Context: an optimization exercise on an open-source flow, tuned for small area, a short achievable clock period and few clock cycles per item. The choices shown serve that exercise and are no tape-out recipe.
At most, simulation tests tie the RTL to the original design; equivalence was not proved.
Power figures rest on the tool's default switching activity, not on a simulated workload.

==> flow/design.v (excerpt) <==
module link_reconnect_backoff_controller (
    input  logic                          clk,
    input  logic                          rst_n,
    input  logic                          cfg_wr_en,
    input  logic [lrb_pkg::CFG_IDX_W-1:0] cfg_index,
    input  logic [lrb_pkg::MS_W-1:0]      cfg_wr_data,
    input  logic                          items_valid,
    output logic                          items_ready,
    input  logic [2:0]                    items_mode,
    input  logic [lrb_pkg::TIME_W-1:0]    items_now_ms,
    input  logic                          items_link_up,
    input  logic                          items_have_credentials,
    input  logic                          items_scan_busy,
    output logic                          results_valid,
    input  logic                          results_ready,
    output logic                          results_cmd_connect,
    output logic                          results_cmd_disconnect,
    output logic                          results_notify_up,
    output logic                          results_notify_down,
    output logic                          results_attempt_active,
    output logic [lrb_pkg::TIME_W-1:0]    results_event_epoch,
    output logic [lrb_pkg::MS_W-1:0]      results_current_backoff_ms
);
For scale: roughly 270 flip-flops.
export LEC_CHECK = 0
export CAP_MARGIN = 20
export CORE_MARGIN = 2
export CORE_UTILIZATION = 40
export SETUP_SLACK_MARGIN = 3.5
export SLEW_MARGIN = 20
export TNS_END_PERCENT = 20
create_clock -name core_clock -period 7.5 [get_ports {clk}]
standard.sh (not shown) runs the stock make flow with config.mk's settings and CLKGATE_MAP_FILE= SYNTH_SCRIPT=/design/flow/synth_recipe.tcl, a recipe that flattens the netlist after the stock synthesis.
==> flow/flow/run.sh <==
#!/bin/bash
# The standard layout, with two changes:
# - the smallest plain buffer as the port buffer (every port is still buffered; the
#   standard flow picks a delay cell, and the footprint-matched resizing keeps it);
# - no separate half/full adder extraction before ABC maps the logic (the same
#   synthesis otherwise, so the same registers with the same names and cells).
set -euo pipefail
export BUFFER_PORTS_ARGS="-buffer_cell sky130_fd_sc_hd__buf_1"
export ADDER_MAP_FILE=
bash standard.sh > standard.log 2>&1
The starting point finished clean.
Next try:
TNS_END_PERCENT = unset   (was 20)
=> Area after synthesis stays the same. Core utilization rises by 0.21 points. Final cell count rises by 0.32%. Clock-buffer cell count does not change. Global-route usage hardly moves. Worst setup slack hardly moves. Sequential share of layout area falls by 0.17 points. Final area rises by 0.45%. Synthesized cell count is unchanged. Register-to-register slack barely changes. Via count rises by 0.31%.
Function was not checked in any run of this note: the RTL went through the layout flow alone.


## AL
Another version of the RTL of link_reconnect_backoff_controller (not shown whole).
For scale: about 1500 cells after synthesis, about 16000 um2 of cells after synthesis.
==> flow/config.mk <==
export PLATFORM = sky130hd
export DESIGN_NAME = link_reconnect_backoff_controller
export DESIGN_NICKNAME = link_reconnect_backoff_controller
export VERILOG_FILES = /design/flow/design.v
export SDC_FILE = /design/flow/constraint.sdc
export NUM_CORES = 4
export LEC_CHECK = 0
export CAP_MARGIN = 20
export CORE_MARGIN = 2
export CORE_UTILIZATION = 40
export GPL_TIMING_DRIVEN = 0
export SETUP_SLACK_MARGIN = 3.5
export SLEW_MARGIN = 20
==> flow/constraint.sdc <==
create_clock -name core_clock -period 7.5 [get_ports {clk}]
set_input_delay 1.5000 -clock core_clock [delete_from_list [all_inputs] [get_ports {clk}]]
set_output_delay 1.5000 -clock core_clock [all_outputs]
set_load 0.01 [all_outputs]
Scripts as last shown in full above: flow/flow/run.sh
AL: done, clean on timing, DRC and antenna
Testbench counts of AL, summed over its fixed seeds: cycles 12,016, items 12,000.
The following lists how JK was set up differently from AL:
--- a/flow/flow/run.sh
+++ b/flow/flow/run.sh
@@ -2 +2 @@
-# The standard layout, with two changes:
+# The standard layout, with three changes:
@@ -6 +6,3 @@
-#   synthesis otherwise, so the same registers with the same names and cells).
+#   synthesis otherwise, so the same registers with the same names and cells);
+# - ORFS's power recovery after global routing, which downsizes gates off the
+#   critical paths.
@@ -9,0 +12 @@
+export RECOVER_POWER=100
--- a/flow/config.mk
+++ b/flow/config.mk
@@ -11 +10,0 @@
-export GPL_TIMING_DRIVEN = 0
Notes after the runs:
Cell-internal power went down by a few percent going from AL to JK. Of JK and AL, it is JK that has the lower area of all placed cells without fillers. Slowest cell on the critical path = o41ai_4: AL; slowest cell on the critical path = o31ai_1: JK. Compared with AL, JK shows number of nets at the end of the flow that has gone down by a few percent. Measured against AL, the fmax of JK comes out at 0.76 times the reference value. Ratio of cells with drive above 1 in the final layout in JK vs AL: down 3.8 points. Final period demand of the worst path: AL and JK compared, lower one is AL. Comparing core utilization for AL and JK, the smaller number came from JK. JK vs. AL: worst setup slack decreased 1.30 ns, worst hold slack after final layout increased 0.060 ns, area share of buffers outside the clock network decreased 2.7 points. In JK the implementation completed, yet the final layout does not meet the checks, the culprit being capacitance limit, slew limit. AL finished every stage and its layout cleared the timing, DRC and antenna checks.

-- what the ideal ports hide --
Ports are ideal in the flow. The routed layouts listed here were re-timed in OpenROAD. Step 1 (the two cells are an assumption about what drives the block):
set clk [get_ports {clk}]
set_driving_cell -lib_cell sky130_fd_sc_hd__clkbuf_16 $clk
set_driving_cell -lib_cell sky130_fd_sc_hd__buf_2 [delete_from_list [all_inputs] $clk]
Step 2 times the ports against the registers' clock, not the clock port: input delays grow and output delays shrink by t, the midpoint of the rising clock arrivals with the driver on. Three values: ideal, step 1, step 2; two values: the first two.
run | t, ns | setup slack, ns | clock arrival spread, ns | pins driven straight from the clock port
the first run of note 1 | 0.598 | 3.357 / 3.357 / 3.071 | 0.026 / 0.026 | 1
the second run of note 1 | 0.600 | 3.358 / 3.358 / 3.136 | 0.026 / 0.026 | 1
AL | 0.623 | 3.440 / 3.440 / 3.181 | 0.008 / 0.008 | 1
JK | 0.622 | 2.143 / 2.143 / 2.143 | 0.008 / 0.008 | 1
The setup slack of the first run of note 1, which loses most, moves by 0.000 ns with the drivers and by -0.286 ns with both steps.
